Context: an optimization exercise on an open-source flow, tuned for small area and a short achievable clock period. The choices shown serve that exercise and are no tape-out recipe.
In this exercise RTL edits were held to simulation tests only and were not proved equivalent to the original.
No activity file was given, so power comes from the tool's default toggle rates.

==> flow/design.v <==
package lc3b_types;
  typedef logic [15:0] lc3b_word;
endpackage
module lc3b_byte_ram (
  input  logic         clk,
  input  logic [255:0] i_wl,
  input  logic [15:0]  i_b,
  output logic [15:0]  o_rd_n
);
  logic [127:0] r_j;
  logic [4095:0] w_x;
  for (genvar k = 0; k < 16; k++) begin : g_s
    lc3b_slice u_s (
      .clk (clk),
      .i_wl(i_wl),
      .i_b (i_b[k]),
      .o_x (w_x[k*256 +: 256])
    );
  end
  for (genvar k = 0; k < 16; k++) begin : g_rd
    logic [255:0] w_col;
    logic [85:0]  w_g;
    logic [21:0]  w_h;
    logic [7:0]   w_j;
    logic [1:0]   w_k;
    logic [7:0]   w_jr;
    for (genvar w = 0; w < 256; w++) begin : g_c
      assign w_col[w] = w_x[k*256 + w];
    end
    for (genvar j = 0; j < 85; j++) begin : g_g
      lc3b_rd3 u_rd3 (
        .i_x (w_col[3*j +: 3]),
        .i_wl(i_wl[3*j +: 3]),
        .o_n (w_g[j])
      );
    end
    lc3b_nand2 u_g85 (.i_a({w_col[255], i_wl[255]}), .o_y(w_g[85]));
    lc3b_nand4 u_h0 (.i_a(w_g[3:0]), .o_y(w_h[0]));
    lc3b_nand4 u_h1 (.i_a(w_g[7:4]), .o_y(w_h[1]));
    lc3b_nand4 u_h2 (.i_a(w_g[11:8]), .o_y(w_h[2]));
    lc3b_nand4 u_h3 (.i_a(w_g[15:12]), .o_y(w_h[3]));
    lc3b_nand4 u_h4 (.i_a(w_g[19:16]), .o_y(w_h[4]));
    lc3b_nand4 u_h5 (.i_a(w_g[23:20]), .o_y(w_h[5]));
    lc3b_nand4 u_h6 (.i_a(w_g[27:24]), .o_y(w_h[6]));
    lc3b_nand4 u_h7 (.i_a(w_g[31:28]), .o_y(w_h[7]));
    lc3b_nand4 u_h8 (.i_a(w_g[35:32]), .o_y(w_h[8]));
    lc3b_nand4 u_h9 (.i_a(w_g[39:36]), .o_y(w_h[9]));
    lc3b_nand4 u_h10 (.i_a(w_g[43:40]), .o_y(w_h[10]));
    lc3b_nand4 u_h11 (.i_a(w_g[47:44]), .o_y(w_h[11]));
    lc3b_nand4 u_h12 (.i_a(w_g[51:48]), .o_y(w_h[12]));
    lc3b_nand4 u_h13 (.i_a(w_g[55:52]), .o_y(w_h[13]));
    lc3b_nand4 u_h14 (.i_a(w_g[59:56]), .o_y(w_h[14]));
    lc3b_nand4 u_h15 (.i_a(w_g[63:60]), .o_y(w_h[15]));
    lc3b_nand4 u_h16 (.i_a(w_g[67:64]), .o_y(w_h[16]));
    lc3b_nand4 u_h17 (.i_a(w_g[71:68]), .o_y(w_h[17]));
    lc3b_nand4 u_h18 (.i_a(w_g[75:72]), .o_y(w_h[18]));
    lc3b_nand4 u_h19 (.i_a(w_g[79:76]), .o_y(w_h[19]));
    lc3b_nand4 u_h20 (.i_a(w_g[83:80]), .o_y(w_h[20]));
    lc3b_nand2 u_h21 (.i_a(w_g[85:84]), .o_y(w_h[21]));
    lc3b_nor3 u_j0 (.i_a(w_h[2:0]), .o_y(w_j[0]));
    lc3b_nor3 u_j1 (.i_a(w_h[5:3]), .o_y(w_j[1]));
    lc3b_nor3 u_j2 (.i_a(w_h[8:6]), .o_y(w_j[2]));
    lc3b_nor3 u_j3 (.i_a(w_h[11:9]), .o_y(w_j[3]));
    lc3b_nor3 u_j4 (.i_a(w_h[14:12]), .o_y(w_j[4]));
    lc3b_nor3 u_j5 (.i_a(w_h[17:15]), .o_y(w_j[5]));
    lc3b_nor2 u_j6 (.i_a(w_h[19:18]), .o_y(w_j[6]));
    lc3b_nor2 u_j7 (.i_a(w_h[21:20]), .o_y(w_j[7]));
    always_ff @(posedge clk) r_j[8*k +: 8] <= w_j;
    assign w_jr = r_j[8*k +: 8];
    lc3b_nand4 u_k0 (.i_a(w_jr[3:0]), .o_y(w_k[0]));
    lc3b_nand4 u_k1 (.i_a(w_jr[7:4]), .o_y(w_k[1]));
    lc3b_nor2 u_l (.i_a(w_k), .o_y(o_rd_n[k]));
  end
endmodule
module lc3b_slice (
  input  logic         clk,
  input  logic [255:0] i_wl,
  input  logic         i_b,
  output logic [255:0] o_x
);
  logic [255:0] r_x;
  always_ff @(posedge clk) r_x <= ~((i_wl & {256{i_b}}) | r_x);
  assign o_x = r_x;
endmodule
module lc3b_rd3 (
  input  logic [2:0] i_x,
  input  logic [2:0] i_wl,
  output logic       o_n
);
  assign o_n = ~|(i_x & i_wl);
endmodule
module lc3b_nand2 (
  input  logic [1:0] i_a,
  output logic       o_y
);
  assign o_y = ~&i_a;
endmodule
module lc3b_nand4 (
  input  logic [3:0] i_a,
  output logic       o_y
);
  assign o_y = ~&i_a;
endmodule
module lc3b_nor2 (
  input  logic [1:0] i_a,
  output logic       o_y
);
  assign o_y = ~|i_a;
endmodule
module lc3b_nor3 (
  input  logic [2:0] i_a,
  output logic       o_y
);
  assign o_y = ~|i_a;
endmodule
module lc3b_mem_responder
#(
  parameter int DEPTH_WORDS = 256,
  parameter int LATENCY     = 2
) (
  input  logic       clk,
  input  logic       rst_n,
  input  logic       mem_read,
  input  logic       mem_write,
  input  logic [1:0] mem_byte_enable,
  input  lc3b_types::lc3b_word   mem_address,
  input  lc3b_types::lc3b_word   mem_wdata,
  output lc3b_types::lc3b_word   mem_rdata,
  output logic       mem_resp
);
  logic        r_s1, r_s2, r_resp, r_busy;
  logic [15:0] r_pa, r_pb;
  logic        r_p;
  logic [15:0] r_w;
  logic [15:0] r_b;
  logic [15:0] r_rdata;
  logic        w_cap;
  logic [15:0] w_lane;
  logic [15:0] w_pa, w_pb;
  logic [255:0] w_wl;
  logic [15:0] w_rd_n;
  logic        w_unused;
  assign w_unused = ^{mem_address[15:9], mem_address[0]};
  assign w_cap = ~r_busy & (mem_read | mem_write);
  always_ff @(posedge clk or negedge rst_n) begin
    if (!rst_n) begin
      r_s1   <= 1'b0;
      r_s2   <= 1'b0;
      r_resp <= 1'b0;
      r_busy <= 1'b0;
    end else begin
      r_s1   <= w_cap;
      r_s2   <= r_s1;
      r_resp <= r_s2;
      r_busy <= w_cap | r_s1 | r_s2;
    end
  end
  for (genvar i = 0; i < 16; i++) begin : g_pd
    assign w_pa[i] = (mem_address[8:5] == 4'(i));
    assign w_pb[i] = (mem_address[4:1] == 4'(i));
  end
  logic [31:0] w_pd_nxt;
  lc3b_hold #(.W(32)) u_pd_hold (
    .i_sel(w_cap),
    .i_new({w_pa, w_pb}),
    .i_old({r_pa, r_pb}),
    .o_y  (w_pd_nxt)
  );
  always_ff @(posedge clk) {r_pa, r_pb} <= w_pd_nxt;
  always_ff @(posedge clk) r_p <= ~r_p;
  assign w_lane = {{8{mem_byte_enable[1]}}, {8{mem_byte_enable[0]}}} & {16{mem_write & ~mem_read}};
  always_ff @(posedge clk) begin
    if (w_cap) r_w <= w_lane & mem_wdata;
  end
  always_ff @(posedge clk or negedge rst_n) begin
    if (!rst_n)     r_b <= '0;
    else if (w_cap) r_b <= w_lane;
    else if (r_s1)  r_b <= r_b & ~(r_w ^ {16{r_p}});
    else            r_b <= '0;
  end
  for (genvar w = 0; w < 256; w++) begin : g_wl
    lc3b_wl_and u_wl (
      .i_a(r_pa[w / 16]),
      .i_b(r_pb[w % 16]),
      .o_y(w_wl[w])
    );
  end
  lc3b_byte_ram u_ram (
    .clk   (clk),
    .i_wl  (w_wl),
    .i_b   (r_b),
    .o_rd_n(w_rd_n)
  );
  always_ff @(posedge clk) r_rdata <= w_rd_n ^ {16{r_p}};
  assign mem_rdata = r_rdata;
  assign mem_resp  = r_resp;
endmodule
module lc3b_wl_and (
  input  logic i_a,
  input  logic i_b,
  output logic o_y
);
  assign o_y = i_a & i_b;
endmodule
module lc3b_hold #(
  parameter int W = 1
) (
  input  logic         i_sel,
  input  logic [W-1:0] i_new,
  input  logic [W-1:0] i_old,
  output logic [W-1:0] o_y
);
  assign o_y = i_sel ? i_new : i_old;
endmodule
==> flow/run.sh <==
#!/bin/bash
# synth_recipe.tcl (not shown) runs the flow's synth.tcl, then flattens the netlist and writes it again
# the make line also repeats each setting of config.mk as NAME=value (left out here)
make -C /OpenROAD-flow-scripts/flow DESIGN_CONFIG=/design/flow/config.mk WORK_HOME=/design/flow/orfs CLKGATE_MAP_FILE= SYNTH_SCRIPT=/design/flow/synth_recipe.tcl finish
==> flow/config.mk <==
export PLATFORM = sky130hd
export DESIGN_NAME = lc3b_mem_responder
export DESIGN_NICKNAME = lc3b_mem_responder
export VERILOG_FILES = /design/flow/design.v
export SDC_FILE = /design/flow/constraint.sdc
export NUM_CORES = 4
export LEC_CHECK = 0
export CAP_MARGIN = 30
export CORE_MARGIN = 2
export CORE_UTILIZATION = 60
export CTS_BUF_LIST = sky130_fd_sc_hd__clkbuf_16
export CTS_CLUSTER_DIAMETER = 100
export CTS_CLUSTER_SIZE = 30
export SETUP_SLACK_MARGIN = 4.3
export SLEW_MARGIN = 30
export SYNTH_HIERARCHICAL = 1
export SYNTH_MINIMUM_KEEP_SIZE = 0
==> flow/constraint.sdc <==
create_clock -name core_clock -period 7.0 [get_ports {clk}]
set_input_delay 1.4000 -clock core_clock [delete_from_list [all_inputs] [get_ports {clk}]]
set_output_delay 1.4000 -clock core_clock [all_outputs]
set_load 0.01 [all_outputs]
==> results.yml <==
route:
  drtIter0Drc: 14125
  ant_nets: 0
  avgRoutedWirePerCell_um: 25.6
  num_vias: 95623
  dr.pass1.iters: 14
  drc_errors: 0
  vias_per_cell: 6.76
  drt_wl_total_mm: 361
layout:
  final_common_cell: "dfxtp_1"
  drive_above_1_share: 0.0604
  areaGrowthSynthToFinish_pct: 4.99
  final_cell_mix: "dfxtp_1 (4256), a21oi_1 (4096), a222oi_1 (1360), nand4_1 (368), buf_4 (280)"
  nets: 11267
logic_synthesis:
  synth-compound-area-share: 0.260
  ys_warn_count: 9
  synthSimpleGateAreaFrac: 0.0419
  synth_area_per_cell_sq_um: 11.8
  ys_seq_area_frac: 0.657
  syn_area_sq_mm: 0.132
  synth-xor-area-share: 0.00213
  ys_seq_elements: 4309
  syn_nets: 11213
  synthMuxAreaShare: 0.00359
  synth_top_family_by_area: "compound AO/OA/AOI/OAI gates"
  synthCells: 11175
  yosysUniqueCellTypes: 27
  synth_fa_ha_area_frac: 0
clocking:
  cts_buffers: 161
  cts.sinks: 4309
  clk_latency_ps: 870
  hold_buffers: 0
  tritoncts: "yes"
  htreeDepth: 4
  cts-root-buf: "clkbuf_16"
  clockBufferDepth: 3
  cts.clk_slew.worst_paths_ps: 110
setup_path:
  r2r_slack_ps: 4280
  reg2reg_depth: 6
  required_ps: 5600
  start_kind: "register"
  crit_slowest_cell: "dfrtp_1"
  cp.buffers_inverters: 1
  critPathTopFamily: "flip-flops"
  r2r-start: "r_pb[12]"
  cp.arrival_ps: 1380
  cp.depth: 1
  path_cells: "clkbuf_2"
  cpPeakStageDelay_ps: 380
  criticalPathCategory: "reg2out"
  worstSetupEndpointType: "output pin"
  r2r_end: "u_ram.r_j[18]"
  path_max_fanout: 1
sta:
  finalCritPeriodShare: 0.397
  setup_ws_ps: 4220
  hold_viol_final: 0
  setup_viol: 0
  rsz0062_at_grt: "true"
  final.setup.tns_ps: 0
  skew_ps: 28.9
  fmax_ghz: 0.360
  fin_crit_ps: 2780
  whs_ps: 400
  tightest_slew_ps: 1020
  slew_violations: 0
  slew_headroom: 0.319
placement:
  dp_slack_ps: 3290
  place_congestion: 0.809
  portBuffers: 46
  dp_hpwl_mm: 218
grt:
  grt_max_degree: 197
  grt_pass1_wl_mm: 540
  antenna_found_initial: 31
  grtUsageTotal: 0.310
  overflow: 0
  grt_pass1_vias: 90164
floorplanning:
  dieArea_sq_mm: 0.223
  start_util: 0.601
  std_cell_rows: 172
  top_level_ports: 55
  core_sq_mm: 0.219
  die_h_um: 473
  fp.dieW_um: 473
status:
  outcome: "no timing/DRC/antenna violations"
pwr:
  p_leak_nw: 59.6
  vdd_drop_max_mv: 0.295
  power.density_mw_per_mm2: 302
min_path:
  min_path_type: "reg2reg"
  hold_depth: 0
  hold_start: "r_s2"
  hold_end: "r_resp"
job:
  cap_violations: 0
Yosys cell counts, drive strengths merged:
cell type,n,area [sq um]
a222oi,1360,13600
nor3,108,1020
nand2,37,139
buf,460,4650
nand2b,8,50.1
and4bb,2,25.0
dfrtp,20,500
nand4,368,2300
and3b,2,17.5
dfxtp,4273,85500
nor2,67,251
a41o,16,160
xor2,16,140
nor4,2,12.5
mux2,32,473
edfxtp,16,480
clkbuf,1,3.75
a21oi,4096,20500
inv,2,7.51
o21bai,1,18.8
and2,272,1700
xnor2,16,140
kinds of logic (layout without fill, tap and decap cells):
family | count (synthesis) | after routing
AOI/OAI and AO/OA | 5473 | 5473
DFF | 4309 | 4309
other | 0 | 16
buffers and inverters | 463 | 537
xor gates and xnor gates | 32 | 32
muxes | 32 | 32
and+or+nand+nor | 866 | 866
where the power goes:
| group | switching, mW | leakage, nW | total (mW) | internal [mW] |
|---|---|---|---|---|
| logic | 2.56 | 21.1 | 3.83 | 1.28 |
| clock network | 7.13 | 2.19 | 11.6 | 4.50 |
| registers | 0.834 | 36.4 | 26.3 | 25.5 |
Yosys stat by module (local to each module, per instance), a selection:
module	cell area, sq um	copies in the design	flip-flops and latches
lc3b_nand2	3.75	32	0
lc3b_byte_ram	2560	1	128
lc3b_wl_and	6.26	256	0
lc3b_nor2	3.75	48	0
lc3b_slice	6690	16	256
lc3b_rd3	10.0	1360	0
lc3b_nand4	6.26	368	0
lc3b_mem_responder	2890	1	85
lc3b_nor3	10.0	96	0
routing by layer:
metal	global-route usage	vias to the layer above	routed length, um
li1	-	44145	-
met5	0	-	56
met3	0.0351	447	26000
met4	0.0888	8	9760
met2	0.500	3455	165000
met1	0.440	47568	161000
per-stage QoR:
stage | instances | total power, mW | cell area [sq um] | util
floorplan | 11175 | 29.2 | 132000 | -
global placement | 13925 | 30.4 | 134000 | 0.610
detailed placement | 13927 | 30.6 | 134000 | 0.610
CTS | 14111 | 41.9 | 138000 | 0.630
global route | 14121 | 43.2 | 138000 | 0.631
finish | 14136 | 41.8 | 138000 | 0.631
worst max-delay path by stage:
stage	start	endpoint
CTS	r_resp	mem_resp
finish	r_resp	mem_resp
floorplan	mem_read	r_pa[0]
global placement	mem_read	r_pb[14]
global route	r_resp	mem_resp
detailed placement	mem_read	r_pb[8]
layout make-up:
class                      count  area, sq um
clock buffer                 173         4330
clock inverter                10         78.8
timing repair buffer         352         3080
tap                         2871         3590
antenna                       16         40.0
fill                       17165        80800
inverter                       2         8.76
multi-input combinational   6403        40600
sequential                  4309        86600
flip-flops by register name, indices dropped and copies added, names as in the netlist:
name and cells:
r_rdata 16, r_pb 16, r_w 16, r_busy 1, u_ram.r_j 128, r_b 16
r_pa 16, u_ram.g_s.u_s.r_x 4096, r_s2 1, r_resp 1, r_s1 1, r_p 1
repair_timing:
action	CTS	global route
pin swaps	1	0
cloned	0	0
endpoints found under the setup margin	265	34
resized for setup	92	12
setup buffers	1	0

## what the ideal ports hide
In the flow no input, the clock included, has a driving cell. The finished layout below was timed again as built, in two steps.
Step 1 (the two cells are an assumption about what drives the block):
set clk [get_ports {clk}]
set_driving_cell -lib_cell sky130_fd_sc_hd__clkbuf_16 $clk
set_driving_cell -lib_cell sky130_fd_sc_hd__buf_2 [delete_from_list [all_inputs] $clk]
Step 2, shift: input delay + t, output delay - t, t = (earliest + latest rising clock arrival at the registers) / 2. This alone moves slack from input paths to output paths.
Slacks: ideal ports / drivers / drivers and shift; pairs: ideal ports / drivers.
shift t [ns]: 0.944
setup slack, ns: 4.221 / 4.133 / 3.448
hold slack, ns: 0.400 / 0.400 / 0.400
worst setup path after step 2: input to register
latest minus earliest clock arrival (ns): 0.030 / 0.030
After both steps setup and hold are still met in this run. The setup slack of this run moves by -0.088 ns with the drivers and by -0.773 ns with both steps.
